Optimization exercise on an open flow, not production practice.
RTL: at most simulated, not proved equivalent.
Power: default activity.

==> flow/design.v <==
module pointer_motion_scaler_unit (
  input  logic               clk,
  input  logic               rst,
  input  logic               ev_valid,
  output logic               ev_ready,
  input  logic               ev_func,
  input  logic [2:0]         ev_event_kind,
  input  logic signed [15:0] ev_motion_value,
  input  logic               ev_sync_flag,
  input  logic [2:0]         ev_action,
  output logic               res_valid,
  input  logic               res_ready,
  output logic signed [15:0] res_scaled_value,
  output logic               res_keep_event
);
  function automatic logic [1:0] q0tab(input logic [6:0] x);
    case (x)
      7'd0: q0tab = 2'd1;
      7'd1: q0tab = 2'd1;
      7'd2: q0tab = 2'd0;
      7'd3: q0tab = 2'd0;
      7'd4: q0tab = 2'd0;
      7'd5: q0tab = 2'd0;
      7'd6: q0tab = 2'd2;
      7'd7: q0tab = 2'd2;
      7'd8: q0tab = 2'd1;
      7'd9: q0tab = 2'd1;
      7'd10: q0tab = 2'd0;
      7'd11: q0tab = 2'd0;
      7'd12: q0tab = 2'd0;
      7'd13: q0tab = 2'd0;
      7'd14: q0tab = 2'd0;
      7'd15: q0tab = 2'd2;
      7'd16: q0tab = 2'd1;
      7'd17: q0tab = 2'd0;
      7'd18: q0tab = 2'd0;
      7'd19: q0tab = 2'd0;
      7'd20: q0tab = 2'd0;
      7'd21: q0tab = 2'd0;
      7'd22: q0tab = 2'd0;
      7'd23: q0tab = 2'd2;
      7'd24: q0tab = 2'd1;
      7'd25: q0tab = 2'd0;
      7'd26: q0tab = 2'd0;
      7'd27: q0tab = 2'd0;
      7'd28: q0tab = 2'd0;
      7'd29: q0tab = 2'd0;
      7'd30: q0tab = 2'd0;
      7'd31: q0tab = 2'd0;
      7'd32: q0tab = 2'd1;
      7'd33: q0tab = 2'd0;
      7'd34: q0tab = 2'd0;
      7'd35: q0tab = 2'd0;
      7'd36: q0tab = 2'd0;
      7'd37: q0tab = 2'd0;
      7'd38: q0tab = 2'd0;
      7'd39: q0tab = 2'd0;
      7'd40: q0tab = 2'd1;
      7'd41: q0tab = 2'd0;
      7'd42: q0tab = 2'd0;
      7'd43: q0tab = 2'd0;
      7'd44: q0tab = 2'd0;
      7'd45: q0tab = 2'd0;
      7'd46: q0tab = 2'd0;
      7'd47: q0tab = 2'd0;
      7'd48: q0tab = 2'd1;
      7'd49: q0tab = 2'd0;
      7'd50: q0tab = 2'd0;
      7'd51: q0tab = 2'd0;
      7'd52: q0tab = 2'd0;
      7'd53: q0tab = 2'd0;
      7'd54: q0tab = 2'd0;
      7'd55: q0tab = 2'd0;
      7'd56: q0tab = 2'd1;
      7'd57: q0tab = 2'd0;
      7'd58: q0tab = 2'd0;
      7'd59: q0tab = 2'd0;
      7'd60: q0tab = 2'd0;
      7'd61: q0tab = 2'd0;
      7'd62: q0tab = 2'd0;
      7'd63: q0tab = 2'd0;
      7'd64: q0tab = 2'd1;
      7'd65: q0tab = 2'd1;
      7'd66: q0tab = 2'd1;
      7'd67: q0tab = 2'd1;
      7'd68: q0tab = 2'd2;
      7'd69: q0tab = 2'd2;
      7'd70: q0tab = 2'd2;
      7'd71: q0tab = 2'd2;
      7'd72: q0tab = 2'd1;
      7'd73: q0tab = 2'd1;
      7'd74: q0tab = 2'd1;
      7'd75: q0tab = 2'd0;
      7'd76: q0tab = 2'd0;
      7'd77: q0tab = 2'd2;
      7'd78: q0tab = 2'd2;
      7'd79: q0tab = 2'd2;
      7'd80: q0tab = 2'd1;
      7'd81: q0tab = 2'd1;
      7'd82: q0tab = 2'd1;
      7'd83: q0tab = 2'd0;
      7'd84: q0tab = 2'd0;
      7'd85: q0tab = 2'd0;
      7'd86: q0tab = 2'd2;
      7'd87: q0tab = 2'd2;
      7'd88: q0tab = 2'd1;
      7'd89: q0tab = 2'd1;
      7'd90: q0tab = 2'd1;
      7'd91: q0tab = 2'd0;
      7'd92: q0tab = 2'd0;
      7'd93: q0tab = 2'd0;
      7'd94: q0tab = 2'd2;
      7'd95: q0tab = 2'd2;
      7'd96: q0tab = 2'd1;
      7'd97: q0tab = 2'd1;
      7'd98: q0tab = 2'd0;
      7'd99: q0tab = 2'd0;
      7'd100: q0tab = 2'd0;
      7'd101: q0tab = 2'd0;
      7'd102: q0tab = 2'd2;
      7'd103: q0tab = 2'd2;
      7'd104: q0tab = 2'd1;
      7'd105: q0tab = 2'd0;
      7'd106: q0tab = 2'd0;
      7'd107: q0tab = 2'd0;
      7'd108: q0tab = 2'd0;
      7'd109: q0tab = 2'd0;
      7'd110: q0tab = 2'd0;
      7'd111: q0tab = 2'd2;
      7'd112: q0tab = 2'd1;
      7'd113: q0tab = 2'd0;
      7'd114: q0tab = 2'd0;
      7'd115: q0tab = 2'd0;
      7'd116: q0tab = 2'd0;
      7'd117: q0tab = 2'd0;
      7'd118: q0tab = 2'd0;
      7'd119: q0tab = 2'd0;
      7'd120: q0tab = 2'd1;
      7'd121: q0tab = 2'd0;
      7'd122: q0tab = 2'd0;
      7'd123: q0tab = 2'd0;
      7'd124: q0tab = 2'd0;
      7'd125: q0tab = 2'd0;
      7'd126: q0tab = 2'd0;
      7'd127: q0tab = 2'd0;
      default: q0tab = 2'd0;
    endcase
  endfunction
  function automatic logic [6:0] hbase(input logic [7:0] x);
    case (x)
      8'd0: hbase = 7'd0;
      8'd1: hbase = 7'd0;
      8'd2: hbase = 7'd0;
      8'd3: hbase = 7'd0;
      8'd4: hbase = 7'd0;
      8'd5: hbase = 7'd0;
      8'd6: hbase = 7'd0;
      8'd7: hbase = 7'd0;
      8'd8: hbase = 7'd0;
      8'd9: hbase = 7'd0;
      8'd10: hbase = 7'd0;
      8'd11: hbase = 7'd0;
      8'd12: hbase = 7'd0;
      8'd13: hbase = 7'd0;
      8'd14: hbase = 7'd0;
      8'd15: hbase = 7'd0;
      8'd16: hbase = 7'd0;
      8'd17: hbase = 7'd0;
      8'd18: hbase = 7'd0;
      8'd19: hbase = 7'd0;
      8'd20: hbase = 7'd0;
      8'd21: hbase = 7'd0;
      8'd22: hbase = 7'd0;
      8'd23: hbase = 7'd0;
      8'd24: hbase = 7'd0;
      8'd25: hbase = 7'd0;
      8'd26: hbase = 7'd0;
      8'd27: hbase = 7'd0;
      8'd28: hbase = 7'd0;
      8'd29: hbase = 7'd0;
      8'd30: hbase = 7'd0;
      8'd31: hbase = 7'd0;
      8'd32: hbase = 7'd1;
      8'd33: hbase = 7'd1;
      8'd34: hbase = 7'd1;
      8'd35: hbase = 7'd1;
      8'd36: hbase = 7'd1;
      8'd37: hbase = 7'd1;
      8'd38: hbase = 7'd1;
      8'd39: hbase = 7'd1;
      8'd40: hbase = 7'd1;
      8'd41: hbase = 7'd1;
      8'd42: hbase = 7'd1;
      8'd43: hbase = 7'd1;
      8'd44: hbase = 7'd1;
      8'd45: hbase = 7'd1;
      8'd46: hbase = 7'd1;
      8'd47: hbase = 7'd1;
      8'd48: hbase = 7'd1;
      8'd49: hbase = 7'd1;
      8'd50: hbase = 7'd1;
      8'd51: hbase = 7'd1;
      8'd52: hbase = 7'd1;
      8'd53: hbase = 7'd1;
      8'd54: hbase = 7'd1;
      8'd55: hbase = 7'd1;
      8'd56: hbase = 7'd1;
      8'd57: hbase = 7'd1;
      8'd58: hbase = 7'd1;
      8'd59: hbase = 7'd1;
      8'd60: hbase = 7'd1;
      8'd61: hbase = 7'd1;
      8'd62: hbase = 7'd1;
      8'd63: hbase = 7'd1;
      8'd64: hbase = 7'd0;
      8'd65: hbase = 7'd0;
      8'd66: hbase = 7'd0;
      8'd67: hbase = 7'd0;
      8'd68: hbase = 7'd123;
      8'd69: hbase = 7'd123;
      8'd70: hbase = 7'd123;
      8'd71: hbase = 7'd123;
      8'd72: hbase = 7'd118;
      8'd73: hbase = 7'd118;
      8'd74: hbase = 7'd118;
      8'd75: hbase = 7'd118;
      8'd76: hbase = 7'd113;
      8'd77: hbase = 7'd113;
      8'd78: hbase = 7'd113;
      8'd79: hbase = 7'd113;
      8'd80: hbase = 7'd108;
      8'd81: hbase = 7'd108;
      8'd82: hbase = 7'd108;
      8'd83: hbase = 7'd108;
      8'd84: hbase = 7'd0;
      8'd85: hbase = 7'd0;
      8'd86: hbase = 7'd0;
      8'd87: hbase = 7'd0;
      8'd88: hbase = 7'd0;
      8'd89: hbase = 7'd0;
      8'd90: hbase = 7'd0;
      8'd91: hbase = 7'd0;
      8'd92: hbase = 7'd0;
      8'd93: hbase = 7'd0;
      8'd94: hbase = 7'd0;
      8'd95: hbase = 7'd0;
      8'd96: hbase = 7'd1;
      8'd97: hbase = 7'd1;
      8'd98: hbase = 7'd1;
      8'd99: hbase = 7'd1;
      8'd100: hbase = 7'd6;
      8'd101: hbase = 7'd6;
      8'd102: hbase = 7'd6;
      8'd103: hbase = 7'd6;
      8'd104: hbase = 7'd11;
      8'd105: hbase = 7'd11;
      8'd106: hbase = 7'd11;
      8'd107: hbase = 7'd11;
      8'd108: hbase = 7'd16;
      8'd109: hbase = 7'd16;
      8'd110: hbase = 7'd16;
      8'd111: hbase = 7'd16;
      8'd112: hbase = 7'd21;
      8'd113: hbase = 7'd21;
      8'd114: hbase = 7'd21;
      8'd115: hbase = 7'd21;
      8'd116: hbase = 7'd1;
      8'd117: hbase = 7'd1;
      8'd118: hbase = 7'd1;
      8'd119: hbase = 7'd1;
      8'd120: hbase = 7'd1;
      8'd121: hbase = 7'd1;
      8'd122: hbase = 7'd1;
      8'd123: hbase = 7'd1;
      8'd124: hbase = 7'd1;
      8'd125: hbase = 7'd1;
      8'd126: hbase = 7'd1;
      8'd127: hbase = 7'd1;
      8'd128: hbase = 7'd0;
      8'd129: hbase = 7'd0;
      8'd130: hbase = 7'd0;
      8'd131: hbase = 7'd0;
      8'd132: hbase = 7'd125;
      8'd133: hbase = 7'd125;
      8'd134: hbase = 7'd125;
      8'd135: hbase = 7'd125;
      8'd136: hbase = 7'd122;
      8'd137: hbase = 7'd122;
      8'd138: hbase = 7'd122;
      8'd139: hbase = 7'd122;
      8'd140: hbase = 7'd119;
      8'd141: hbase = 7'd119;
      8'd142: hbase = 7'd119;
      8'd143: hbase = 7'd119;
      8'd144: hbase = 7'd116;
      8'd145: hbase = 7'd116;
      8'd146: hbase = 7'd116;
      8'd147: hbase = 7'd116;
      8'd148: hbase = 7'd0;
      8'd149: hbase = 7'd0;
      8'd150: hbase = 7'd0;
      8'd151: hbase = 7'd0;
      8'd152: hbase = 7'd0;
      8'd153: hbase = 7'd0;
      8'd154: hbase = 7'd0;
      8'd155: hbase = 7'd0;
      8'd156: hbase = 7'd0;
      8'd157: hbase = 7'd0;
      8'd158: hbase = 7'd0;
      8'd159: hbase = 7'd0;
      8'd160: hbase = 7'd1;
      8'd161: hbase = 7'd1;
      8'd162: hbase = 7'd1;
      8'd163: hbase = 7'd1;
      8'd164: hbase = 7'd4;
      8'd165: hbase = 7'd4;
      8'd166: hbase = 7'd4;
      8'd167: hbase = 7'd4;
      8'd168: hbase = 7'd7;
      8'd169: hbase = 7'd7;
      8'd170: hbase = 7'd7;
      8'd171: hbase = 7'd7;
      8'd172: hbase = 7'd10;
      8'd173: hbase = 7'd10;
      8'd174: hbase = 7'd10;
      8'd175: hbase = 7'd10;
      8'd176: hbase = 7'd13;
      8'd177: hbase = 7'd13;
      8'd178: hbase = 7'd13;
      8'd179: hbase = 7'd13;
      8'd180: hbase = 7'd1;
      8'd181: hbase = 7'd1;
      8'd182: hbase = 7'd1;
      8'd183: hbase = 7'd1;
      8'd184: hbase = 7'd1;
      8'd185: hbase = 7'd1;
      8'd186: hbase = 7'd1;
      8'd187: hbase = 7'd1;
      8'd188: hbase = 7'd1;
      8'd189: hbase = 7'd1;
      8'd190: hbase = 7'd1;
      8'd191: hbase = 7'd1;
      8'd192: hbase = 7'd0;
      8'd193: hbase = 7'd0;
      8'd194: hbase = 7'd127;
      8'd195: hbase = 7'd126;
      8'd196: hbase = 7'd125;
      8'd197: hbase = 7'd125;
      8'd198: hbase = 7'd124;
      8'd199: hbase = 7'd123;
      8'd200: hbase = 7'd122;
      8'd201: hbase = 7'd122;
      8'd202: hbase = 7'd121;
      8'd203: hbase = 7'd120;
      8'd204: hbase = 7'd119;
      8'd205: hbase = 7'd119;
      8'd206: hbase = 7'd118;
      8'd207: hbase = 7'd117;
      8'd208: hbase = 7'd116;
      8'd209: hbase = 7'd116;
      8'd210: hbase = 7'd115;
      8'd211: hbase = 7'd114;
      8'd212: hbase = 7'd0;
      8'd213: hbase = 7'd0;
      8'd214: hbase = 7'd127;
      8'd215: hbase = 7'd126;
      8'd216: hbase = 7'd0;
      8'd217: hbase = 7'd0;
      8'd218: hbase = 7'd127;
      8'd219: hbase = 7'd126;
      8'd220: hbase = 7'd0;
      8'd221: hbase = 7'd0;
      8'd222: hbase = 7'd127;
      8'd223: hbase = 7'd126;
      8'd224: hbase = 7'd1;
      8'd225: hbase = 7'd1;
      8'd226: hbase = 7'd2;
      8'd227: hbase = 7'd3;
      8'd228: hbase = 7'd4;
      8'd229: hbase = 7'd4;
      8'd230: hbase = 7'd5;
      8'd231: hbase = 7'd6;
      8'd232: hbase = 7'd7;
      8'd233: hbase = 7'd7;
      8'd234: hbase = 7'd8;
      8'd235: hbase = 7'd9;
      8'd236: hbase = 7'd10;
      8'd237: hbase = 7'd10;
      8'd238: hbase = 7'd11;
      8'd239: hbase = 7'd12;
      8'd240: hbase = 7'd13;
      8'd241: hbase = 7'd13;
      8'd242: hbase = 7'd14;
      8'd243: hbase = 7'd15;
      8'd244: hbase = 7'd1;
      8'd245: hbase = 7'd1;
      8'd246: hbase = 7'd2;
      8'd247: hbase = 7'd3;
      8'd248: hbase = 7'd1;
      8'd249: hbase = 7'd1;
      8'd250: hbase = 7'd2;
      8'd251: hbase = 7'd3;
      8'd252: hbase = 7'd1;
      8'd253: hbase = 7'd1;
      8'd254: hbase = 7'd2;
      8'd255: hbase = 7'd3;
      default: hbase = 7'd0;
    endcase
  endfunction
  function automatic logic [7:0] m15(input logic [5:0] x);
    m15[0] = x == 6'd0 || x == 6'd3 || x == 6'd6 || x == 6'd9 || x == 6'd12 || x == 6'd15 || x == 6'd18 || x == 6'd21 || x == 6'd24 || x == 6'd27 || x == 6'd30 || x == 6'd33 || x == 6'd36 || x == 6'd39 || x == 6'd42 || x == 6'd45 || x == 6'd48 || x == 6'd51 || x == 6'd54 || x == 6'd57 || x == 6'd60 || x == 6'd63;
    m15[1] = x == 6'd1 || x == 6'd4 || x == 6'd7 || x == 6'd10 || x == 6'd13 || x == 6'd16 || x == 6'd19 || x == 6'd22 || x == 6'd25 || x == 6'd28 || x == 6'd31 || x == 6'd34 || x == 6'd37 || x == 6'd40 || x == 6'd43 || x == 6'd46 || x == 6'd49 || x == 6'd52 || x == 6'd55 || x == 6'd58 || x == 6'd61;
    m15[2] = x == 6'd2 || x == 6'd5 || x == 6'd8 || x == 6'd11 || x == 6'd14 || x == 6'd17 || x == 6'd20 || x == 6'd23 || x == 6'd26 || x == 6'd29 || x == 6'd32 || x == 6'd35 || x == 6'd38 || x == 6'd41 || x == 6'd44 || x == 6'd47 || x == 6'd50 || x == 6'd53 || x == 6'd56 || x == 6'd59 || x == 6'd62;
    m15[3] = x == 6'd0 || x == 6'd5 || x == 6'd10 || x == 6'd15 || x == 6'd20 || x == 6'd25 || x == 6'd30 || x == 6'd35 || x == 6'd40 || x == 6'd45 || x == 6'd50 || x == 6'd55 || x == 6'd60;
    m15[4] = x == 6'd1 || x == 6'd6 || x == 6'd11 || x == 6'd16 || x == 6'd21 || x == 6'd26 || x == 6'd31 || x == 6'd36 || x == 6'd41 || x == 6'd46 || x == 6'd51 || x == 6'd56 || x == 6'd61;
    m15[5] = x == 6'd2 || x == 6'd7 || x == 6'd12 || x == 6'd17 || x == 6'd22 || x == 6'd27 || x == 6'd32 || x == 6'd37 || x == 6'd42 || x == 6'd47 || x == 6'd52 || x == 6'd57 || x == 6'd62;
    m15[6] = x == 6'd3 || x == 6'd8 || x == 6'd13 || x == 6'd18 || x == 6'd23 || x == 6'd28 || x == 6'd33 || x == 6'd38 || x == 6'd43 || x == 6'd48 || x == 6'd53 || x == 6'd58 || x == 6'd63;
    m15[7] = x == 6'd4 || x == 6'd9 || x == 6'd14 || x == 6'd19 || x == 6'd24 || x == 6'd29 || x == 6'd34 || x == 6'd39 || x == 6'd44 || x == 6'd49 || x == 6'd54 || x == 6'd59;
  endfunction
  function automatic logic [2:0] oh3d(input logic [1:0] x);    
    oh3d = {x == 2'd2, x == 2'd1, x == 2'd0 || x == 2'd3};
  endfunction
  function automatic logic [2:0] add3oh(input logic [2:0] a, input logic [2:0] b);
    add3oh[0] = (a[0] & b[0]) | (a[1] & b[2]) | (a[2] & b[1]);
    add3oh[1] = (a[0] & b[1]) | (a[1] & b[0]) | (a[2] & b[2]);
    add3oh[2] = (a[0] & b[2]) | (a[2] & b[0]) | (a[1] & b[1]);
  endfunction
  function automatic logic [4:0] oh5n(input logic [3:0] x);    
    oh5n[0] = x == 4'd0 || x == 4'd5 || x == 4'd10 || x == 4'd15;
    oh5n[1] = x == 4'd1 || x == 4'd6 || x == 4'd11;
    oh5n[2] = x == 4'd2 || x == 4'd7 || x == 4'd12;
    oh5n[3] = x == 4'd3 || x == 4'd8 || x == 4'd13;
    oh5n[4] = x == 4'd4 || x == 4'd9 || x == 4'd14;
  endfunction
  function automatic logic [4:0] add5oh(input logic [4:0] a, input logic [4:0] b);
    for (int j = 0; j < 5; j++) begin
      add5oh[j] = 1'b0;
      for (int i = 0; i < 5; i++) add5oh[j] = add5oh[j] | (a[i] & b[(j - i + 5) % 5]);
    end
  endfunction
  logic [2:0]  mouse_level, scroll_level;
  logic        inv_h, inv_v;
  logic [1:0]  clow0, clow1, clow2, clow3;
  logic [2:0]  cdig2, cdig3;    
  logic        csgn0, csgn1, csgn2, csgn3;
  localparam logic [1:0] D1 = 2'd0, D3 = 2'd1, D5 = 2'd2, D20 = 2'd3;
  logic               r_valid, r_evt, r_kf, r_scale, r_sig, r_q0z, r_q0m1;
  logic [5:0]         r_ns;
  logic [2:0]         r_msel;   
  logic               r_lneg;   
  logic               r_clrm, r_clrs;
  logic [1:0]         r_axis, r_k, r_dcl;
  logic signed [15:0] r_v;
  logic              m_valid;
  logic [17:0]       m_a1;
  logic [6:0]        m_h;
  logic              m_d1, m_sig, m_kf;
  logic              o_valid;
  logic signed [15:0] o_value;
  logic              o_keep;
  logic o_free, r_adv, r_ld, accept, accept1;
  logic full_m, full_r, full_p;
  logic o_valid_d, m_valid_d, r_valid_d;
  assign o_free   = res_ready || !o_valid;
  assign r_adv    = res_ready || !full_m;
  assign ev_ready = res_ready || !full_p;
  assign r_ld     = res_ready || !full_r;
  assign accept   = ev_valid && ev_ready;
  always_comb begin
    r_valid_d = r_ld ? accept : r_valid;
    m_valid_d = r_adv ? (r_valid && r_evt) : m_valid;
    o_valid_d = o_free ? m_valid : o_valid;
  end
  always_ff @(posedge clk) begin
    if (rst) begin
      full_m <= 1'b0;
      full_r <= 1'b0;
      full_p <= 1'b0;
    end else begin
      full_m <= o_valid_d && m_valid_d;
      full_r <= o_valid_d && m_valid_d && r_valid_d;
      full_p <= m_valid_d;
    end
  end
  assign accept1  = r_valid && r_adv;
  logic       scale0, wheel0, sig0;
  logic [3:0] code;
  logic [1:0] k0, dcl0;
  logic [2:0] msel0;
  logic       lneg0;
  logic [1:0] qt;
  always_comb begin
    scale0 = !ev_event_kind[2];
    wheel0 = scale0 && ev_event_kind[1];
    sig0   = wheel0 && (ev_event_kind[0] ? inv_v : inv_h);
    if (!scale0)      code = 4'd2;
    else if (!wheel0) code = {1'b0, mouse_level};
    else              code = {1'b1, scroll_level};
    case (code)
      4'd0:    begin k0 = 2'd1; dcl0 = D1;  msel0 = 3'd0; lneg0 = 1'b0; end  
      4'd1:    begin k0 = 2'd2; dcl0 = D1;  msel0 = 3'd2; lneg0 = 1'b1; end  
      4'd2:    begin k0 = 2'd0; dcl0 = D1;  msel0 = 3'd0; lneg0 = 1'b0; end  
      4'd3:    begin k0 = 2'd2; dcl0 = D1;  msel0 = 3'd3; lneg0 = 1'b0; end  
      4'd4:    begin k0 = 2'd1; dcl0 = D1;  msel0 = 3'd2; lneg0 = 1'b0; end  
      4'd5:    begin k0 = 2'd2; dcl0 = D1;  msel0 = 3'd5; lneg0 = 1'b1; end  
      4'd8:    begin k0 = 2'd2; dcl0 = D1;  msel0 = 3'd0; lneg0 = 1'b0; end  
      4'd9:    begin k0 = 2'd0; dcl0 = D3;  msel0 = 3'd3; lneg0 = 1'b0; end  
      4'd10:   begin k0 = 2'd2; dcl0 = D20; msel0 = 3'd6; lneg0 = 1'b1; end  
      4'd11:   begin k0 = 2'd0; dcl0 = D5;  msel0 = 3'd4; lneg0 = 1'b0; end  
      4'd12:   begin k0 = 2'd1; dcl0 = D1;  msel0 = 3'd0; lneg0 = 1'b0; end  
      4'd13:   begin k0 = 2'd0; dcl0 = D1;  msel0 = 3'd0; lneg0 = 1'b0; end  
      4'd15:   begin k0 = 2'd0; dcl0 = D1;  msel0 = 3'd2; lneg0 = 1'b0; end  
      default: begin k0 = 2'd0; dcl0 = D1;  msel0 = 3'd1; lneg0 = 1'b0; end  
    endcase
    qt = q0tab({code, ev_motion_value[2:0]});
  end
  logic [5:0] ns0;
  assign ns0 = 6'(ev_motion_value[3:0]) + 6'(ev_motion_value[7:4]) + 6'(ev_motion_value[11:8]) +
               6'(ev_motion_value[14:12]) + 6'({3{ev_motion_value[15]}});
  always_ff @(posedge clk) begin
    if (rst) begin
      mouse_level  <= 3'd4;
      scroll_level <= 3'd2;
      inv_h        <= 1'b0;
      inv_v        <= 1'b0;
    end else if (accept && ev_func) begin
      case (ev_action)
        3'd0: inv_v <= !inv_v;
        3'd1: inv_h <= !inv_h;
        3'd2: if (mouse_level != 3'd6) mouse_level <= mouse_level + 3'd1;
        3'd3: if (mouse_level != 3'd0) mouse_level <= mouse_level - 3'd1;
        3'd4: if (scroll_level != 3'd7) scroll_level <= scroll_level + 3'd1;
        3'd5: if (scroll_level != 3'd0) scroll_level <= scroll_level - 3'd1;
        default: ;
      endcase
    end
  end
  always_ff @(posedge clk) begin
    if (rst) r_valid <= 1'b0;
    else if (r_ld) r_valid <= accept;
    if (r_ld) begin
      r_evt   <= !ev_func;
      r_clrm  <= ev_func && (ev_action == 3'd2 || ev_action == 3'd3);
      r_clrs  <= ev_func && (ev_action == 3'd4 || ev_action == 3'd5);
      r_kf    <= !scale0 || ev_sync_flag;
      r_scale <= scale0;
      r_sig   <= sig0;
      r_axis  <= ev_event_kind[1:0];
      r_k     <= k0;
      r_dcl   <= dcl0;
      r_msel  <= msel0;
      r_lneg  <= lneg0;
      r_ns    <= ns0;
      r_q0z   <= (ev_motion_value[15:3] == 13'd0) && qt[0];
      r_q0m1  <= (ev_motion_value[15:3] == {13{1'b1}}) && qt[1];
      r_v     <= ev_motion_value;
    end
  end
  logic signed [15:0] v;
  logic [1:0]  k, dcl;
  logic        chain, sig, nu;
  assign v     = r_v;
  assign k     = r_k;
  assign dcl   = r_dcl;
  assign chain = (dcl != D1);
  assign sig   = r_sig;
  assign nu    = sig ^ chain;
  logic signed [20:0] vx, x1, x2, x3, prod;
  logic [17:0] z;
  assign vx = 21'(v);
  always_comb begin
    x1 = vx; x2 = '0; x3 = '0;
    case (r_msel)
      3'd1: x1 = vx <<< 1;                              
      3'd2: x2 = vx <<< 1;                              
      3'd3: x2 = vx <<< 2;                              
      3'd4: begin x1 = vx <<< 1; x2 = vx <<< 2; end     
      3'd5: begin x1 = vx <<< 3; x2 = ~vx; end          
      3'd6: begin x2 = vx <<< 2; x3 = vx <<< 4; end     
      default: ;                                        
    endcase
    prod = x1 + x2 + x3 + 21'(r_msel == 3'd5);
    case (k)
      2'd1:    z = prod[18:1];
      2'd2:    z = prod[19:2];
      default: z = prod[17:0];
    endcase
  end
  logic [4:0] r, u5;
  logic [2:0] rb;
  logic [1:0] low, l;
  logic [7:0] m15v;
  logic [2:0] r_v3;
  logic [4:0] r_v5;
  always_comb begin
    m15v = m15(r_ns);
    r_v3 = m15v[2:0];
    r_v5 = m15v[7:3];
    u5 = {r_v5[3], r_v5[1], r_v5[4], r_v5[2], r_v5[0]};    
    case (dcl)
      D3:  r = {2'b00, r_v3};
      D5:  r = {r_v5[2], r_v5[4], r_v5[1], r_v5[3], r_v5[0]};    
      D20: case (l)                                               
             2'd0:    r = u5;
             2'd1:    r = {u5[3:0], u5[4]};
             2'd2:    r = {u5[2:0], u5[4:3]};
             default: r = {u5[1:0], u5[4:2]};
           endcase
      default: r = 5'b00001;
    endcase
  end
  assign rb  = {r[4], r[3] | r[2], r[3] | r[1]};
  assign low = r_lneg ? {v[1] ^ v[0], v[0]} : v[1:0];
  assign l   = {v[1] ^ v[0], v[0]};
  logic q0z, q0m1, q0m2;
  assign q0z  = r_q0z;
  assign q0m1 = r_q0m1;
  assign q0m2 = v[15] && !r_q0m1;
  logic [1:0] clow;
  logic [4:0] cdig;
  logic       csgn;
  logic [2:0] ls;
  logic [1:0] nlow;
  logic       k1;
  logic [4:0] cd5, s5;
  logic [2:0] cd3, s3;
  logic [4:0] ndig;
  logic [2:0] ndigb;
  logic       w5, w3, wrap, nz, nneg, nsg;
  always_comb begin
    case (r_axis)
      2'd0:    begin clow = clow0; cdig = 5'b00001; csgn = csgn0; end
      2'd1:    begin clow = clow1; cdig = 5'b00001; csgn = csgn1; end
      2'd2:    begin clow = clow2; cdig = 5'b00001 << cdig2; csgn = csgn2; end
      default: begin clow = clow3; cdig = 5'b00001 << cdig3; csgn = csgn3; end
    endcase
    ls = 3'(low) + 3'(clow);
    case (k)
      2'd1:    begin k1 = low[0] & clow[0]; nlow = {1'b0, low[0] ^ clow[0]}; end
      2'd2:    begin k1 = ls[2]; nlow = ls[1:0]; end
      default: begin k1 = 1'b0;  nlow = 2'd0; end
    endcase
    cd5 = k1 ? {cdig[3:0], cdig[4]} : cdig;
    s5  = add5oh(r, cd5);
    w5  = (k1 & cdig[4]);
    for (int i = 0; i < 5; i++)
      for (int m = 0; m < 5; m++)
        if (i + m >= 5) w5 = w5 | (r[i] & cd5[m]);
    cd3 = k1 ? {cdig[1:0], cdig[2]} : cdig[2:0];
    s3  = add3oh(r[2:0], cd3);
    w3  = (k1 & cdig[2]) | (r[1] & cd3[2]) | (r[2] & cd3[1]) | (r[2] & cd3[2]);
    case (dcl)
      D3:      begin ndig = {2'b00, s3}; wrap = w3; end
      D5, D20: begin ndig = s5;          wrap = w5; end
      default: begin ndig = 5'b00001;    wrap = k1; end
    endcase
    ndigb = {ndig[4], ndig[3] | ndig[2], ndig[3] | ndig[1]};
    nz   = (nlow != 2'd0) || !ndig[0];
    nneg = q0m2 || (q0m1 && !(wrap && !csgn)) || (q0z && csgn && !wrap);
    nsg  = nneg && nz;
  end
  logic [6:0] hb;
  logic [5:0] st;
  logic       am1, ap1, ap2;
  always_comb begin
    hb  = r_scale ? hbase({dcl, nu, rb, l}) : 7'd0;
    am1 = r_scale && !wrap && csgn && !nsg;
    ap2 = r_scale && wrap && !csgn && nsg;
    ap1 = r_scale && ((wrap || nsg) && !csgn && !ap2 || (wrap && csgn && nsg));
    case ({chain, nu})
      2'b00:   st = am1 ? -6'sd1  : ap1 ?  6'sd1  : ap2 ?  6'sd2  : 6'sd0;
      2'b01:   st = am1 ?  6'sd1  : ap1 ? -6'sd1  : ap2 ? -6'sd2  : 6'sd0;
      2'b10:   st = am1 ? -6'sd15 : ap1 ?  6'sd15 : ap2 ?  6'sd30 : 6'sd0;
      default: st = am1 ?  6'sd15 : ap1 ? -6'sd15 : ap2 ? -6'sd30 : 6'sd0;
    endcase
  end
  always_ff @(posedge clk) begin
    if (rst) begin
      clow0 <= '0; clow1 <= '0; clow2 <= '0; clow3 <= '0;
      cdig2 <= 3'd0; cdig3 <= 3'd0;
      csgn0 <= 1'b0; csgn1 <= 1'b0; csgn2 <= 1'b0; csgn3 <= 1'b0;
    end else if (accept1) begin
      if (r_clrm) begin
        clow0 <= '0; clow1 <= '0; csgn0 <= 1'b0; csgn1 <= 1'b0;
      end
      if (r_clrs) begin
        clow2 <= '0; clow3 <= '0; csgn2 <= 1'b0; csgn3 <= 1'b0;
        cdig2 <= 3'd0; cdig3 <= 3'd0;
      end
      if (r_evt && r_scale) begin
        case (r_axis)
          2'd0: begin clow0 <= nlow; csgn0 <= nsg; end
          2'd1: begin clow1 <= nlow; csgn1 <= nsg; end
          2'd2: begin clow2 <= nlow; cdig2 <= ndigb; csgn2 <= nsg; end
          default: begin clow3 <= nlow; cdig3 <= ndigb; csgn3 <= nsg; end
        endcase
      end
    end
  end
  always_ff @(posedge clk) begin
    if (rst) m_valid <= 1'b0;
    else if (r_adv) m_valid <= r_valid && r_evt;
    if (r_adv) begin
      m_a1   <= z ^ {18{nu}};
      m_h    <= hb + {st[5], st};
      m_d1   <= !chain;
      m_sig  <= sig;
      m_kf   <= r_kf;
    end
  end
  logic [17:0] sa;
  logic [14:0] sb;
  logic signed [15:0] ys;
  always_comb begin
    sa = m_a1 + {{11{m_h[6]}}, m_h};
    sb = sa[14:0] + (sa[14:0] << 4);
    if (!sa[17] && sa[16:15] != 2'b00)       ys = 16'sh7fff;
    else if (sa[17] && sa[16:15] != 2'b11)   ys = m_sig ? 16'sh8001 : 16'sh8000;
    else if (m_sig && sa[15:0] == 16'h8000)  ys = 16'sh8001;
    else                                     ys = sa[15:0];
  end
  logic [14:0] sc;
  logic signed [15:0] yc;
  logic        yz;
  always_comb begin
    sc = sb + (sb << 8);
    yc = m_d1 ? ys : {sc[14], sc};
    yz = (sa[14:0] == 15'd0) && (!m_d1 || sa[17:15] == 3'd0);
  end
  always_ff @(posedge clk) begin
    if (rst) o_valid <= 1'b0;
    else if (o_free) o_valid <= m_valid;
    if (o_free) begin
      o_value <= yc;
      o_keep  <= m_kf || !yz;
    end
  end
  assign res_valid        = o_valid;
  assign res_scaled_value = o_value;
  assign res_keep_event   = o_keep;
endmodule
==> flow/run.sh <==
#!/bin/bash
# synth_recipe.tcl (not shown) runs the flow's synth.tcl, then flattens the netlist and writes it again
# the make line also repeats each setting of config.mk as NAME=value (left out here)
make -C /OpenROAD-flow-scripts/flow DESIGN_CONFIG=/design/flow/config.mk WORK_HOME=/design/flow/orfs CLKGATE_MAP_FILE= SYNTH_SCRIPT=/design/flow/synth_recipe.tcl finish
==> flow/config.mk <==
export PLATFORM = sky130hd
export DESIGN_NAME = pointer_motion_scaler_unit
export DESIGN_NICKNAME = pointer_motion_scaler_unit
export VERILOG_FILES = /design/flow/design.v
export SDC_FILE = /design/flow/constraint.sdc
export NUM_CORES = 4
export LEC_CHECK = 0
export ABC_AREA = 1
export CAP_MARGIN = 20
export CORE_MARGIN = 2
export CORE_UTILIZATION = 40
export CTS_BUF_LIST = sky130_fd_sc_hd__clkbuf_8
export CTS_CLUSTER_SIZE = 30
export SETUP_SLACK_MARGIN = 5
export SLEW_MARGIN = 20
==> flow/constraint.sdc <==
create_clock -name core_clock -period 10.0 [get_ports {clk}]
set_input_delay 2.0000 -clock core_clock [delete_from_list [all_inputs] [get_ports {clk}]]
set_output_delay 2.0000 -clock core_clock [all_outputs]
set_load 0.01 [all_outputs]
==> reports/results.tsv, run 1 <==
metric	value	unit
grt_antenna_before_repair	0	
maxCapViolCount	0	
path_class	primary input to flip-flop	
critPathLaunch	ev_motion_value[0]	
cp_slowest_cell	clkdlybuf4s50_1	
tns	0	ns
yosys_warnings	1	
ctsHoldBuffers	0	
synth.ff_latch_count	116	
syn_avg_cell_area	7.27	um2
fin_skew	0.0215	ns
reg2reg_from	r_axis[0]	
cts_htree_levels	4	
seq_area	3170	um2
crit_path_start_kind	primary input	
num_vias	10910	
fin_crit_sh	48.9	%
power_density	325	nW/um2
p_leak	6.06	nW
min_period	4.89	ns
synth.distinct_cells	58	
yosysTopAreaCellShare	22.2	%
finalWorstSetupSlack	5.11	ns
cts_buffers	17	
drive_gt1_share	9.02	%
routed_via_density	5.33	
clk_pin_slew	0.08	ns
cpMostUsedCell	fa_1	
fmax	205	MHz
crit_chain	clkdlybuf4s50_1 > fa_1 > fa_1 > inv_1 > fa_1 > inv_1 > ha_1 > inv_1 > fa_1 > o21ai_0 > xor2_1	
min_path_type	flip-flop to flip-flop	
status	no timing/DRC/antenna violations	
pin_count	47	
async_flop_share	0	%
dieWidth	174	um
row_count	62	
fill_cells	2949	
syn_inst	1584	
setup_violations	0	
fp.coreArea	28500	um2
syn_area	11500	um2
yosysTopAreaCell	edfxtp_1	
tightest_slew	0.974	ns
dr.pass1.iters	8	
cts-root-buf	clkbuf_8	
hold_violations	0	
synth_ff_type	edfxtp_1	
die-area	30100	um2
slowest_delay	0.54	ns
numPortBuffers	46	
crit_arrival	5.08	ns
hp-start	csgn3	
synth_nets	1740	
overflow	0	
clock-sinks	116	
clock_latency	0.44	ns
postRouteAntennaNets	0	
dp.final_hpwl	24300	um
slew_viol_final	0	
drcViolationCount	0	
power	0.00424	W
required	10.19	ns
clock_path_buffers	2	
cts_tree	done	
grt_max_degree	42	
grt_pass1_vias	10154	
grt_use_total	20.5	%
endpoint_kind	flip-flop	
grt_pass1_wl	50300	um
maxSlewHeadroom	34.5	%
fin_nets	1806	
drt_iter0_drc	1090	
peakVddDrop	0.356	mV
yosysSeqAreaShare	27.6	%
synth_edf_count	85	
die_h	174	um
routedWlPerCell	15.3	um
gp_congestion	0.945	
diodes	0	
start_util	40.3	%
multi_input_area	7470	um2
final_util	45.7	%
post-place-ws	4.58	ns
synthToLayoutAreaGrowth	13.4	%
wl	31300	um
rsz0062_at_grt	true	
path_max_fanout	5	
ys_top_cells_by_area	edfxtp_1, nand2_1, ha_1	
[worst paths after layout]
check | slack, ns | to | cells past startpoint
min reg2reg | 0.47 | csgn3 | 2
min | 0.47 | csgn3 | 2
max | 5.11 | r_ns[5] | 11
max reg2reg | 5.32 | m_h[5] | 29
[state kept, by name, summed over array words and instances (netlist names), 2 cells and up]
signal,flops
scroll_level,3
clow2,2
clow0,2
r_ns,6
r_axis,2
r_k,2
clow3,2
r_dcl,2
m_h,7
cdig2,3
r_v,16
o_value,16
m_a1,18
r_msel,3
cdig3,3
clow1,2
mouse_level,3
[cells in the mapped netlist, types with 14 or more instances]
cell      number
nand2_1      365
inv_1        216
a21oi_1      129
nor2_1       128
ha_1          96
o21ai_0       89
edfxtp_1      85
nand3_1       82
xor2_1        55
o22ai_1       35
fa_1          32
dfxtp_1       31
clkbuf_1      23
nor3_1        22
xnor2_1       21
inv_2         14
nand4_1       14
[critical path: cells and delay by family]
family                     cells  cell delay, ns
AOI/OAI and AO/OA              1            0.22
buffers and inverters          4            0.73
xor gates and xnor gates       1            0.08
adders and majority gates      5            2.06
[power by group]
| group | switching, W | internal [W] |
|---|---|---|
| sequential | 0.0000669 | 0.000695 |
| clock | 0.000219 | 0.000198 |
| combinational | 0.00185 | 0.00120 |
| total | 0.00214 | 0.00210 |
[routing by layer]
metal	wire length, um	GRT usage [%]	vias to the layer above	share of wire (%)
li1	-	-	5466	-
met2	14400	33.8	371	46
met3	1680	2.61	46	5.4
met5	0	0	-	0
met1	14600	28.2	5027	47
met4	646	5.64	0	2.1
[stage by stage]
stage | hold WS (ns) | std cells | area (um2)
3_5_place_dp | 0.456 | 1991 | 12400
4_1_cts | 0.468 | 2027 | 12800
5_1_grt | 0.485 | 2047 | 13100
6_report | 0.468 | 2047 | 13100
3_3_place_gp | 0.446 | 1991 | 12400
2_1_floorplan | 0.400 | 1584 | 11500
[cell type report]
| cell class | instances | share of cell area [%] |
|---|---|---|
| multi-input combinational | 1206 | 57.2 |
| sequential | 116 | 24.3 |
| inverter | 234 | 6.82 |
| timing repair buffer | 75 | 5.21 |
| tap | 384 | 3.68 |
| clock buffer | 17 | 1.79 |
| clock inverter | 15 | 0.987 |
[placed cells by master, fill, tap and decap left out, drive strengths merged, types with 8 or more instances in the layout]
cell type / Yosys / routed
clkinv: 4 / 11
or2: 10 / 10
nor3: 22 / 22
inv: 230 / 233
a22oi: 11 / 11
nand2: 375 / 375
xor2: 55 / 55
edfxtp: 85 / 85
buf: 6 / 29
nand4: 15 / 15
ha: 96 / 96
a31oi: 9 / 9
nor4: 10 / 10
o211ai: 9 / 9
o221ai: 8 / 8
nand3: 85 / 86
nor2: 141 / 141
o22ai: 35 / 35
xnor2: 21 / 21
a21oi: 130 / 130
fa: 32 / 32
clkbuf: 23 / 17
o21ai: 99 / 99
clkdlybuf4s50: 0 / 44
dfxtp: 31 / 31
[cells by family (layout without fill, tap and decap cells)]
family | count (synthesis) | in the layout | synth area share, %
and+or+nand+nor | 662 | 663 | 24.5
adders and majority gates | 128 | 128 | 16.0
buffers and inverters | 263 | 341 | 8.85
DFF | 116 | 116 | 27.6
xor gates and xnor gates | 76 | 76 | 5.78
AOI/OAI and AO/OA | 339 | 339 | 17.3
[what timing repair did]
item                                    CTS  global route
pin swaps                                 1             7
buffers inserted                          4            19
endpoints found under the setup margin    9            16
cloned                                    0             1
gates resized for setup                   8            40
Testbench counts, summed over its fixed seeds: cycles 8,012, items 8,000.
==> run 2: changes to the inputs <==
--- a/flow/config.mk
+++ b/flow/config.mk
@@ -7,9 +7,8 @@
 export LEC_CHECK = 0
 export ABC_AREA = 1
-export CAP_MARGIN = 20
+export CAP_MARGIN = 5
 export CORE_MARGIN = 2
 export CORE_UTILIZATION = 40
 export CTS_BUF_LIST = sky130_fd_sc_hd__clkbuf_8
-export CTS_CLUSTER_SIZE = 30
 export SETUP_SLACK_MARGIN = 5
-export SLEW_MARGIN = 20
+export SLEW_MARGIN = 5
==> reports/results.tsv, run 2 <==
metric	value	unit	change
yosysTopAreaCell	edfxtp_1		
grt_use_met2	33.8	%	unchanged
status	no timing/DRC/antenna violations		
setup_violations	0		unchanged
drt_iter0_drc	1090		unchanged
grt_pass1_wl	50300	um	unchanged
grt_pass1_vias	10154		unchanged
met3_usage	2.61	%	unchanged
row_count	62		unchanged
fill_cells	2949		unchanged
min_path_type	flip-flop to flip-flop		
switching_share	50.5	%	unchanged
synthMuxAreaShare	0	%	unchanged
dp.final_hpwl	24300	um	unchanged
syn_inst	1584		unchanged
slowest_delay	0.54	ns	about the same
grt_antenna_before_repair	0		unchanged
power.internal	0.00210	W	unchanged
synth_top_family_by_area	simple AND/OR/NAND/NOR gates		
crit_chain	clkdlybuf4s50_1 > fa_1 > fa_1 > inv_1 > fa_1 > inv_1 > ha_1 > inv_1 > fa_1 > o21ai_0 > xor2_1		
cp_slowest_cell	clkdlybuf4s50_1		
synth.distinct_cells	58		unchanged
reg2reg_from	r_axis[0]		
clkPwrFrac	9.8	%	about the same
grt_use_total	20.5	%	unchanged
endpoint	r_ns[5]		
crit_cells	11		unchanged
cp.buffers_inverters	4		unchanged
fin_crit_sh	48.9	%	unchanged
ctsHoldBuffers	0		unchanged
met1_usage	28.2	%	unchanged
post-place-ws	4.58	ns	unchanged
dr.pass1.iters	8		unchanged
num_vias	10910		unchanged
synth_simple_gate_area_share	24.5	%	unchanged
p_leak	6.06	nW	unchanged
clk_pin_slew	0.08	ns	about the same
critPathLaunch	ev_motion_value[0]		
yosysMostFrequentCell	nand2_1		
r2r_cells	29		unchanged
p_switching	0.00214	W	unchanged
tns	0	ns	unchanged
wl	31300	um	unchanged
crit_arrival	5.08	ns	about the same
final_common_cell	nand2_1		
synthToLayoutAreaGrowth	13.4	%	unchanged
mostFrequentLayoutCells	nand2_1, inv_1, a21oi_1, nor2_1, ha_1		
syn_avg_cell_area	7.27	um2	unchanged
yosysTopAreaCellShare	22.2	%	unchanged
power_density	325	nW/um2	unchanged
reg2reg_to	m_h[5]		
hp-start	csgn3		
synth_nets	1740		unchanged
fmax	205	MHz	unchanged
finalWorstSetupSlack	5.11	ns	unchanged
peakVddDrop	0.356	mV	unchanged
cts_htree_levels	4		unchanged
routed_via_density	5.33		unchanged
ys_top_cells_by_area	edfxtp_1, nand2_1, ha_1		
pin_count	47		unchanged
path_delay_family	adder cells		
pwr-share-seq	18.0	%	about the same
tightest_slew	0.974	ns	unchanged
required	10.19	ns	about the same
synth.ff_latch_count	116		unchanged
overflow	0		unchanged
fin_skew	0.0215	ns	unchanged
clock-sinks	116		unchanged
p_comb_share	72.2	%	about the same
fin_nets	1806		unchanged
crit_path_start_kind	primary input		
largest_reg_flops	18		unchanged
drcViolationCount	0		unchanged
dieWidth	174	um	unchanged
slew_viol_final	0		unchanged
synth_ff_type	edfxtp_1		
largestRegisters	m_a1 (18), o_value (16), r_v (16)		
die_h	174	um	unchanged
numPortBuffers	46		unchanged
synthAdderAreaFrac	16.0	%	unchanged
synth_edf_count	85		unchanged
async_flop_share	0	%	unchanged
cts_tree	done		
grt_max_degree	42		unchanged
gp_congestion	0.945		unchanged
top_register	m_a1		
path_class	primary input to flip-flop		
synthXorXnorAreaFrac	5.78	%	unchanged
routedWlPerCell	15.3	um	unchanged
fp.coreArea	28500	um2	unchanged
diodes	0		unchanged
clock_latency	0.44	ns	about the same
yosys_warnings	1		unchanged
start_util	40.3	%	unchanged
synth_compound_area_share	17.3	%	unchanged
min_period	4.89	ns	unchanged
synthTopCellsByCount	nand2_1, inv_1, a21oi_1		
die-area	30100	um2	unchanged
yosysSeqAreaShare	27.6	%	unchanged
rsz0062_at_grt	true		
busiest_layer	met2		
hold_violations	0		unchanged
cpMostUsedCell	fa_1		
clock_path_buffers	2		unchanged
syn_area	11500	um2	unchanged
rrSetupSlack	5.32	ns	about the same
cts-root-buf	clkbuf_8		
endpoint_kind	flip-flop		
maxSlewHeadroom	34.5	%	unchanged
drive_gt1_share	9.02	%	unchanged
cts_buffers	17		unchanged
path_max_fanout	5		unchanged
postRouteAntennaNets	0		unchanged
maxCapViolCount	0		unchanged
## run 2: final cells by class
class                   count  area (um2)  share of cell area (%)
well taps                 384         480                    3.68
flip-flops and latches    116        3170                    24.3
clock inverters            15         129                   0.987
multi-input cells        1206        7470                    57.2
repair buffers             75         679                    5.21
clock buffers              17         234                    1.79
inverters                 234         890                    6.82
## run 2: routing by layer
layer,wire length [um],vias to the layer above
met3,1680,46
met5,0,-
met2,14400,371
met4,646,0
li1,-,5466
met1,14600,5027
## run 2: metrics by stage
stage | util (%) | instances | cell area [um2] | hold slack [ns] | power, W
global route | 45.7 | 2047 | 13100 | 0.485 | 0.00470
CTS | 44.7 | 2027 | 12800 | 0.468 | 0.00417
detailed placement | 43.3 | 1991 | 12400 | 0.456 | 0.00373
finish | 45.7 | 2047 | 13100 | 0.468 | 0.00424
floorplan | - | 1584 | 11500 | 0.400 | 0.00307
global placement | 43.3 | 1991 | 12400 | 0.446 | 0.00371
## run 2: logic make-up (layout without fill, tap and decap cells)
family,after synthesis,after routing
XOR/XNOR,76,76
adder cells (fa/ha/maj),128,128
AO/OA/AOI/OAI,339,339
AND/OR/NAND/NOR,662,663
flip-flops,116,116
buffers and inverters,263,341
## run 2: worst min path at each step
| stage | to | slack [ns] | cells past startpoint |
|---|---|---|---|
| global route | clow3[0] | 0.49 | 2 |
| global placement | clow3[1] | 0.45 | 2 |
| CTS | clow3[1] | 0.47 | 2 |
| finish | csgn3 | 0.47 | 2 |
| detailed placement | clow3[0] | 0.46 | 2 |
| floorplan | m_kf | 0.40 | 0 |
## run 2: timing repair
item | CTS | global route
cloned | 0 | 1
resized for setup | 8 | 40
hold endpoints to repair | 0 | 0
pin swaps | 1 | 7
setup endpoints to repair | 9 | 16
buffers inserted | 4 | 19
## run 2: worst reg2reg max path: cells and delay by family (launching register included)
family | cells | cell delay (ns)
flops | 1 | 0.51
buf+inv | 2 | 0.29
fa+ha+maj | 3 | 0.93
xor+xnor | 1 | 0.14
compound gates | 6 | 0.97
simple gates | 17 | 1.60
## run 2: power groups by stage
| stage | clock network (W) | logic (W) | registers, W |
|---|---|---|---|
| 3_3_place_gp | 0 | 0.00294 | 0.000770 |
| 4_1_cts | 0.000429 | 0.00298 | 0.000763 |
| 2_1_floorplan | 0 | 0.00230 | 0.000769 |
| 5_1_grt | 0.000446 | 0.00347 | 0.000776 |
| 3_5_place_dp | 0 | 0.00296 | 0.000774 |
| 6_report | 0.000416 | 0.00306 | 0.000762 |
==> run 3: changes to the inputs <==
--- a/flow/config.mk
+++ b/flow/config.mk
@@ -7,8 +7,9 @@
 export LEC_CHECK = 0
 export ABC_AREA = 1
-export CAP_MARGIN = 5
+export CAP_MARGIN = 20
 export CORE_MARGIN = 2
 export CORE_UTILIZATION = 40
-export CTS_BUF_LIST = sky130_fd_sc_hd__clkbuf_8
+export CTS_BUF_LIST = sky130_fd_sc_hd__clkbuf_4 sky130_fd_sc_hd__clkbuf_8
+export CTS_CLUSTER_SIZE = 25
 export SETUP_SLACK_MARGIN = 5
-export SLEW_MARGIN = 5
+export SLEW_MARGIN = 20
==> reports/results.tsv, run 3 <==
metric	value	unit	change
status	no timing/DRC/antenna violations		
clkPwrFrac	9.8	%	about the same
postRouteAntennaNets	0		unchanged
cts_tree	done		
synth_top_family_by_area	simple AND/OR/NAND/NOR gates		
num_vias	10910		unchanged
grt_pass1_wl	50300	um	unchanged
fill_cells	2949		unchanged
rsz0062_at_grt	true		
p_comb_share	72.2	%	about the same
grt_antenna_before_repair	0		unchanged
synth_edf_count	85		unchanged
final_common_cell	nand2_1		
maxCapViolCount	0		unchanged
cts_buffers	17		unchanged
pwr-share-seq	18.0	%	about the same
yosysTopAreaCellShare	22.2	%	unchanged
fin_nets	1806		unchanged
syn_area	11500	um2	unchanged
die-area	30100	um2	unchanged
tightest_slew	0.974	ns	unchanged
yosysTopAreaCell	edfxtp_1		
synthXorXnorAreaFrac	5.78	%	unchanged
dr.pass1.iters	8		unchanged
whs	0.468	ns	unchanged
synthAdderAreaFrac	16.0	%	unchanged
crit_arrival	5.08	ns	about the same
power.internal	0.00210	W	unchanged
clk_pin_slew	0.08	ns	about the same
switching_share	50.5	%	unchanged
numPortBuffers	46		unchanged
final_util	45.7	%	unchanged
hold_violations	0		unchanged
yosysMostFrequentCell	nand2_1		
diodes	0		unchanged
clock_latency	0.44	ns	about the same
min_path_type	flip-flop to flip-flop		
fin_skew	0.0215	ns	unchanged
fin_crit_sh	48.9	%	unchanged
row_count	62		unchanged
wl	31300	um	unchanged
path_max_fanout	5		unchanged
crit_path_start_kind	primary input		
top_register	m_a1		
tns	0	ns	unchanged
grt_max_degree	42		unchanged
overflow	0		unchanged
clock_path_buffers	2		unchanged
path_class	primary input to flip-flop		
slew_viol_final	0		unchanged
setup_violations	0		unchanged
synthMuxAreaShare	0	%	unchanged
ys_top_cells_by_area	edfxtp_1, nand2_1, ha_1		
maxSlewHeadroom	34.5	%	unchanged
syn_avg_cell_area	7.27	um2	unchanged
p_switching	0.00214	W	unchanged
drive_gt1_share	9.02	%	unchanged
grt_use_total	20.5	%	unchanged
routed_via_density	5.33		unchanged
synth.distinct_cells	58		unchanged
fmax	205	MHz	unchanged
cts-root-buf	clkbuf_8		
synth_simple_gate_area_share	24.5	%	unchanged
yosysSeqAreaShare	27.6	%	unchanged
drcViolationCount	0		unchanged
p_leak	6.06	nW	unchanged
synthToLayoutAreaGrowth	13.4	%	unchanged
clock-sinks	116		unchanged
synth.ff_latch_count	116		unchanged
synth_compound_area_share	17.3	%	unchanged
die_h	174	um	unchanged
synth_ff_type	edfxtp_1		
peakVddDrop	0.356	mV	unchanged
start_util	40.3	%	unchanged
power_density	325	nW/um2	unchanged
drt_iter0_drc	1090		unchanged
syn_inst	1584		unchanged
routedWlPerCell	15.3	um	unchanged
async_flop_share	0	%	unchanged
largestRegisters	m_a1 (18), o_value (16), r_v (16)		
pin_count	47		unchanged
endpoint_kind	flip-flop		
synthTopCellsByCount	nand2_1, inv_1, a21oi_1		
mostFrequentLayoutCells	nand2_1, inv_1, a21oi_1, nor2_1, ha_1		
dp.final_hpwl	24300	um	unchanged
synth_nets	1740		unchanged
ctsHoldBuffers	0		unchanged
dieWidth	174	um	unchanged
fp.coreArea	28500	um2	unchanged
grt_pass1_vias	10154		unchanged
required	10.19	ns	about the same
cts_htree_levels	4		unchanged
gp_congestion	0.945		unchanged
largest_reg_flops	18		unchanged
min_period	4.89	ns	unchanged
yosys_warnings	1		unchanged
## run 3: cell counts after synthesis
Identical to the previous run, type by type.
## run 3: final timing paths
| path | depth (start not counted) | startpoint | slack [ns] | endpoint |
|---|---|---|---|---|
| setup / recovery | 11 | ev_motion_value[0] | 5.11 | r_ns[5] |
| setup reg to reg | 29 | r_axis[0] | 5.32 | m_h[5] |
| hold reg to reg | 2 | csgn3 | 0.47 | csgn3 |
| hold / removal | 2 | csgn3 | 0.47 | csgn3 |
## run 3: what timing repair did
| item | 4_1_cts | 5_1_grt |
|---|---|---|
| gates resized for setup | 8 | 40 |
| setup endpoints to repair | 9 | 16 |
| pin swaps | 1 | 7 |
| gates cloned | 0 | 1 |
| setup buffers | 4 | 19 |
## run 3: cells by family (layout without fill, tap and decap cells)
group                    after synthesis  after routing
AO/OA/AOI/OAI                        339            339
XOR/XNOR                              76             76
adder cells (fa/ha/maj)              128            128
buffers and inverters                263            341
flip-flops                           116            116
AND/OR/NAND/NOR                      662            663
## run 3: through the flow
step                instances  power (W)  instance area (um2)  setup slack (ns)
floorplan                1584    0.00307                11500              5.34
global placement         1991    0.00371                12400              4.64
detailed placement       1991    0.00373                12400              4.58
CTS                      2027    0.00417                12800              5.01
global route             2047    0.00470                13100              4.95
finish                   2047    0.00424                13100              5.11
## run 3: final cells by class
| type | count | area, um2 | area share (%) |
|---|---|---|---|
| clock buffers | 17 | 234 | 1.79 |
| clock inverters | 15 | 129 | 0.987 |
| inverters | 234 | 890 | 6.82 |
| multi-input cells | 1206 | 7470 | 57.2 |
| flip-flops and latches | 116 | 3170 | 24.3 |
| well taps | 384 | 480 | 3.68 |
| repair buffers | 75 | 679 | 5.21 |
## run 3: critical path: stages
cell,delay (ns)
clkdlybuf4s50_1,0.54
fa_1,0.49
fa_1,0.51
inv_1,0.05
fa_1,0.43
inv_1,0.07
ha_1,0.17
inv_1,0.07
fa_1,0.46
o21ai_0,0.22
xor2_1,0.08
## run 3: power groups by stage
stage          logic [W]  clock network (W)  registers (W)
2_1_floorplan    0.00230                  0       0.000769
3_3_place_gp     0.00294                  0       0.000770
3_5_place_dp     0.00296                  0       0.000774
4_1_cts          0.00298           0.000429       0.000763
5_1_grt          0.00347           0.000446       0.000776
6_report         0.00306           0.000416       0.000762
## run 3: layer usage
layer | vias to the layer above | track usage, % | part of all wire (%)
met4 | 0 | 5.64 | 2.1
li1 | 5466 | - | -
met2 | 371 | 33.8 | 46
met5 | - | 0 | 0
met1 | 5027 | 28.2 | 47
met3 | 46 | 2.61 | 5.4
==> run 4: changes to the inputs <==
--- a/flow/design.v
+++ b/flow/design.v
@@ -447,5 +447,5 @@
   logic               r_valid, r_evt, r_kf, r_scale, r_sig, r_q0z, r_q0m1;
   logic [5:0]         r_ns;
-  logic [2:0]         r_msel;   
+  logic [3:0]         r_msel;   
   logic               r_lneg;   
   logic               r_clrm, r_clrs;
@@ -487,5 +487,5 @@
   logic [3:0] code;
   logic [1:0] k0, dcl0;
-  logic [2:0] msel0;
+  logic [3:0] msel0;
   logic       lneg0;
   logic [1:0] qt;
@@ -498,18 +498,18 @@
     else              code = {1'b1, scroll_level};
     case (code)
-      4'd0:    begin k0 = 2'd1; dcl0 = D1;  msel0 = 3'd0; lneg0 = 1'b0; end  
-      4'd1:    begin k0 = 2'd2; dcl0 = D1;  msel0 = 3'd2; lneg0 = 1'b1; end  
-      4'd2:    begin k0 = 2'd0; dcl0 = D1;  msel0 = 3'd0; lneg0 = 1'b0; end  
-      4'd3:    begin k0 = 2'd2; dcl0 = D1;  msel0 = 3'd3; lneg0 = 1'b0; end  
-      4'd4:    begin k0 = 2'd1; dcl0 = D1;  msel0 = 3'd2; lneg0 = 1'b0; end  
-      4'd5:    begin k0 = 2'd2; dcl0 = D1;  msel0 = 3'd5; lneg0 = 1'b1; end  
-      4'd8:    begin k0 = 2'd2; dcl0 = D1;  msel0 = 3'd0; lneg0 = 1'b0; end  
-      4'd9:    begin k0 = 2'd0; dcl0 = D3;  msel0 = 3'd3; lneg0 = 1'b0; end  
-      4'd10:   begin k0 = 2'd2; dcl0 = D20; msel0 = 3'd6; lneg0 = 1'b1; end  
-      4'd11:   begin k0 = 2'd0; dcl0 = D5;  msel0 = 3'd4; lneg0 = 1'b0; end  
-      4'd12:   begin k0 = 2'd1; dcl0 = D1;  msel0 = 3'd0; lneg0 = 1'b0; end  
-      4'd13:   begin k0 = 2'd0; dcl0 = D1;  msel0 = 3'd0; lneg0 = 1'b0; end  
-      4'd15:   begin k0 = 2'd0; dcl0 = D1;  msel0 = 3'd2; lneg0 = 1'b0; end  
-      default: begin k0 = 2'd0; dcl0 = D1;  msel0 = 3'd1; lneg0 = 1'b0; end  
+      4'd0:    begin k0 = 2'd1; dcl0 = D1;  msel0 = 4'd1;  lneg0 = 1'b0; end  
+      4'd1:    begin k0 = 2'd2; dcl0 = D1;  msel0 = 4'd2;  lneg0 = 1'b1; end  
+      4'd2:    begin k0 = 2'd0; dcl0 = D1;  msel0 = 4'd3;  lneg0 = 1'b0; end  
+      4'd3:    begin k0 = 2'd2; dcl0 = D1;  msel0 = 4'd4;  lneg0 = 1'b0; end  
+      4'd4:    begin k0 = 2'd1; dcl0 = D1;  msel0 = 4'd5;  lneg0 = 1'b0; end  
+      4'd5:    begin k0 = 2'd2; dcl0 = D1;  msel0 = 4'd6;  lneg0 = 1'b1; end  
+      4'd8:    begin k0 = 2'd2; dcl0 = D1;  msel0 = 4'd0;  lneg0 = 1'b0; end  
+      4'd9:    begin k0 = 2'd0; dcl0 = D3;  msel0 = 4'd9;  lneg0 = 1'b0; end  
+      4'd10:   begin k0 = 2'd2; dcl0 = D20; msel0 = 4'd10; lneg0 = 1'b1; end  
+      4'd11:   begin k0 = 2'd0; dcl0 = D5;  msel0 = 4'd11; lneg0 = 1'b0; end  
+      4'd12:   begin k0 = 2'd1; dcl0 = D1;  msel0 = 4'd1;  lneg0 = 1'b0; end  
+      4'd13:   begin k0 = 2'd0; dcl0 = D1;  msel0 = 4'd3;  lneg0 = 1'b0; end  
+      4'd15:   begin k0 = 2'd0; dcl0 = D1;  msel0 = 4'd8;  lneg0 = 1'b0; end  
+      default: begin k0 = 2'd0; dcl0 = D1;  msel0 = 4'd7;  lneg0 = 1'b0; end  
     endcase
     qt = q0tab({code, ev_motion_value[2:0]});
@@ -566,24 +566,25 @@
   assign sig   = r_sig;
   assign nu    = sig ^ chain;
-  logic signed [20:0] vx, x1, x2, x3, prod;
+  logic signed [21:0] vx, x1, x2, x3, prod;
   logic [17:0] z;
-  assign vx = 21'(v);
+  assign vx = 22'(v);
   always_comb begin
     x1 = vx; x2 = '0; x3 = '0;
     case (r_msel)
-      3'd1: x1 = vx <<< 1;                              
-      3'd2: x2 = vx <<< 1;                              
-      3'd3: x2 = vx <<< 2;                              
-      3'd4: begin x1 = vx <<< 1; x2 = vx <<< 2; end     
-      3'd5: begin x1 = vx <<< 3; x2 = ~vx; end          
-      3'd6: begin x2 = vx <<< 2; x3 = vx <<< 4; end     
-      default: ;                                        
-    endcase
-    prod = x1 + x2 + x3 + 21'(r_msel == 3'd5);
-    case (k)
-      2'd1:    z = prod[18:1];
-      2'd2:    z = prod[19:2];
-      default: z = prod[17:0];
+      4'd0:  ;                                           
+      4'd1:  x1 = vx <<< 1;                              
+      4'd2:  x2 = vx <<< 1;                              
+      4'd3:  x1 = vx <<< 2;                              
+      4'd4:  x2 = vx <<< 2;                              
+      4'd5:  begin x1 = vx <<< 1; x2 = vx <<< 2; end     
+      4'd6:  begin x1 = vx <<< 3; x2 = ~vx; end          
+      4'd7:  x1 = vx <<< 3;                              
+      4'd8:  begin x1 = vx <<< 2; x2 = vx <<< 3; end     
+      4'd9:  begin x1 = vx <<< 2; x3 = vx <<< 4; end     
+      4'd10: begin x2 = vx <<< 2; x3 = vx <<< 4; end     
+      default: begin x1 = vx <<< 3; x3 = vx <<< 4; end   
     endcase
+    prod = x1 + x2 + x3 + 22'(r_msel == 4'd6);
+    z    = prod[19:2];
   end
   logic [4:0] r, u5;
--- a/flow/config.mk
+++ b/flow/config.mk
@@ -6,10 +6,9 @@
 export NUM_CORES = 4
 export LEC_CHECK = 0
-export ABC_AREA = 1
+export ABC_AREA = 0
 export CAP_MARGIN = 20
 export CORE_MARGIN = 2
 export CORE_UTILIZATION = 40
-export CTS_BUF_LIST = sky130_fd_sc_hd__clkbuf_4 sky130_fd_sc_hd__clkbuf_8
-export CTS_CLUSTER_SIZE = 25
+export CTS_BUF_LIST = sky130_fd_sc_hd__clkbuf_8
 export SETUP_SLACK_MARGIN = 5
 export SLEW_MARGIN = 20
==> reports/results.tsv, run 4 <==
metric	value	unit	change
busiest_layer	met2		
fin_crit_sh	50.7	%	+1.8 points
final_cells	1859		-9.2%
largestRegisters	m_a1 (18), o_value (16), r_v (16)		
grt_pass1_vias	10085		-0.68%
required	10.17	ns	-0.02 ns
clkPwrFrac	10.3	%	+0.5 points
path_class	flip-flop to flip-flop		
cts_buffers	17		unchanged
switching_share	44.8	%	-5.6 points
routed_via_density	5.78		+8.4%
fp.coreArea	29600	um2	+3.5%
overflow	0		unchanged
drcViolationCount	0		unchanged
power.internal	0.00257	W	+23%
die-area	31300	um2	+3.7%
peakVddDrop	0.308	mV	-14%
slowest_delay	0.55	ns	about the same
cts-root-buf	clkbuf_8		
wl	31300	um	+0.15%
rsz0062_at_grt	true		
crit_arrival	5.23	ns	+0.15 ns
maxSlewHeadroom	34.0	%	-0.41 points
final_common_cell	nand2_1		
start_util	40.4	%	+0.088 points
routedWlPerCell	16.9	um	+10%
slew_viol_final	0		unchanged
synth_ff_type	edfxtp_1		
synth_edf_count	86		+1.2%
met1_usage	25.2	%	-3.0 points
synth.ff_latch_count	117		+0.86%
crit_path_start_kind	flip-flop		
clk_pin_slew	0.09	ns	about the same
fin_nets	1614		-11%
yosysMostFrequentCell	nand2_1		
grt_use_total	19.6	%	-0.86 points
path_delay_family	compound AO/OA/AOI/OAI gates		
crit_chain	mux4_2 > ha_4 > fa_2 > a22oi_2 > or2_4 > nor4b_4 > o2111ai_2 > o311ai_2 > a211oi_2 > nand3_2 > o41a_4 > xnor2_2 > a221oi_2 > o21a_1 > ha_2 > inv_2 > fa_2 > inv_2 > a21o_1 > a21oi_2 > o211ai_1 > o21ai_1		
grt_pass1_wl	50400	um	about the same
pin_count	47		unchanged
mostFrequentLayoutCells	nand2_1, inv_1, nor2_1, ha_1, o21ai_0		
dp.final_hpwl	22300	um	-8.1%
status	no timing/DRC/antenna violations		
cts_htree_levels	4		unchanged
p_switching	0.00209	W	-2.2%
cp_slowest_cell	mux4_2		
num_vias	10744		-1.5%
syn_area	11900	um2	+3.8%
min_path_type	flip-flop to flip-flop		
fmax	197	MHz	-3.5%
postRouteAntennaNets	0		unchanged
p_comb_share	73.6	%	+1.4 points
hold_violations	0		unchanged
endpoint_kind	flip-flop		
dieWidth	177	um	+1.8%
synth.distinct_cells	83		+43%
yosysSeqAreaShare	26.8	%	-0.75 points
numPortBuffers	46		unchanged
place_inst	1761		-12%
drt_iter0_drc	947		-13%
row_count	63		+1.6%
yosys_warnings	1		unchanged
ctsHoldBuffers	0		unchanged
met3_usage	2.99	%	+0.38 points
cp.buffers_inverters	2		-2
die_h	177	um	+1.8%
grt_use_met2	33.6	%	-0.21 points
path_max_fanout	5		unchanged
maxCapViolCount	0		unchanged
yosysTopAreaCellShare	21.6	%	-0.55 points
gp_congestion	0.902		-4.6%
pwr-share-seq	16.1	%	-1.9 points
synthTopCellsByCount	nand2_1, inv_1, nor2_1		
drive_gt1_share	15.3	%	+6.3 points
diodes	0		unchanged
syn_inst	1399		-12%
async_flop_share	0	%	unchanged
largest_reg_flops	18		unchanged
power	0.00466	W	+10%
setup_violations	0		unchanged
grt_max_degree	43		+2.4%
cts_tree	done		
dr.pass1.iters	6		-2
tns	0	ns	unchanged
top_register	m_a1		
yosysTopAreaCell	edfxtp_1		
tightest_slew	0.989	ns	+0.0151 ns
ys_top_cells_by_area	edfxtp_1, ha_1, fa_1		
synth_nets	1557		-11%
synthToLayoutAreaGrowth	17.8	%	
syn_avg_cell_area	8.54	um2	+17%
power_density	331	nW/um2	+2.1%
min_period	5.07	ns	+0.176 ns
p_leak	5.81	nW	-4.2%
fin_skew	0.0336	ns	+0.0121 ns
clock_latency	0.45	ns	about the same
grt_antenna_before_repair	0		unchanged
clock-sinks	117		+0.86%
clock_path_buffers	2		unchanged
run 4: changes by cell type after synthesis, sizes merged, moves of 26 or more:
| cell | before | now |
|---|---|---|
| xor2 | 55 | 29 |
| xnor2 | 21 | 63 |
| nand2 | 375 | 128 |
| nand3 | 85 | 30 |
| inv | 230 | 101 |
| a21oi | 130 | 81 |
| o22ai | 35 | 8 |
| clkbuf | 23 | 61 |
| nor2 | 141 | 100 |
run 4: path summary, 6_finish.rpt:
| path | endpoint | startpoint | cells past startpoint | slack [ns] |
|---|---|---|---|---|
| min reg2reg | clow3[1] | clow3[1] | 2 | 0.51 |
| min | clow3[1] | clow3[1] | 2 | 0.51 |
| max | m_h[6] | r_axis[0] | 22 | 4.93 |
| max reg2reg | m_h[6] | r_axis[0] | 22 | 4.93 |
run 4: power by group through the flow:
stage                     clock network, W  logic, W  registers [W]
after floorplan                          0   0.00229       0.000755
after global placement                   0   0.00275       0.000829
after detailed placement                 0   0.00276       0.000832
after CTS                         0.000485   0.00300       0.000752
after global routing              0.000506   0.00378       0.000763
final                             0.000479   0.00343       0.000751
run 4: per-stage QoR:
step	util, %	hold slack [ns]	area, um2	worst slack, ns
after floorplan	-	0.400	12000	4.98
after global placement	42.9	0.478	12700	4.24
after detailed placement	42.9	0.489	12700	4.09
after CTS	45.4	0.511	13400	4.87
after global routing	47.6	0.539	14100	4.71
final	47.6	0.508	14100	4.93
run 4: cell type report:
cell class	instances	area (um2)
Clock buffer	17	234
Multi-Input combinational cell	1098	8560
Inverter	103	387
Clock inverter	15	179
Tap cell	390	488
Timing Repair Buffer	119	1020
Sequential cell	117	3200
Fill cell	2797	15500
run 4: what timing repair did:
| action | CTS | global route |
|---|---|---|
| endpoints found under the setup margin | 14 | 12 |
| cloned | 0 | 1 |
| endpoints found under the hold margin | 0 | 0 |
| resized for setup | 26 | 74 |
| pin swaps | 4 | 51 |
| setup buffers | 29 | 36 |
run 4: metal layers:
layer  routed length (um)  part of all wire [%]
met3                 1640                   5.2
met4                  833                   2.7
met2                15200                    49
met1                13600                    44
met5                    0                     0
run 4: worst register-to-register path, delay by kind of cell (launching register included):
kind	cells	cell delay, ns
flip-flops	1	0.40
XOR/XNOR	1	0.16
AND/OR/NAND/NOR	3	0.42
AO/OA/AOI/OAI	11	2.12
buffers and inverters	2	0.10
multiplexers	1	0.55
adder cells (fa/ha/maj)	4	1.03
run 4: cell families (layout without fill, tap and decap cells):
family | count (synthesis) | after routing | share of synthesized area (%)
simple gates | 422 | 422 | 17.8
flops | 117 | 117 | 26.8
compound gates | 421 | 422 | 24.0
fa+ha+maj | 131 | 131 | 15.7
xor+xnor | 92 | 92 | 6.81
mux | 31 | 31 | 2.88
buf+inv | 185 | 254 | 5.95
Testbench counts of run 4, summed over its fixed seeds: cycles 8,012, items 8,000.
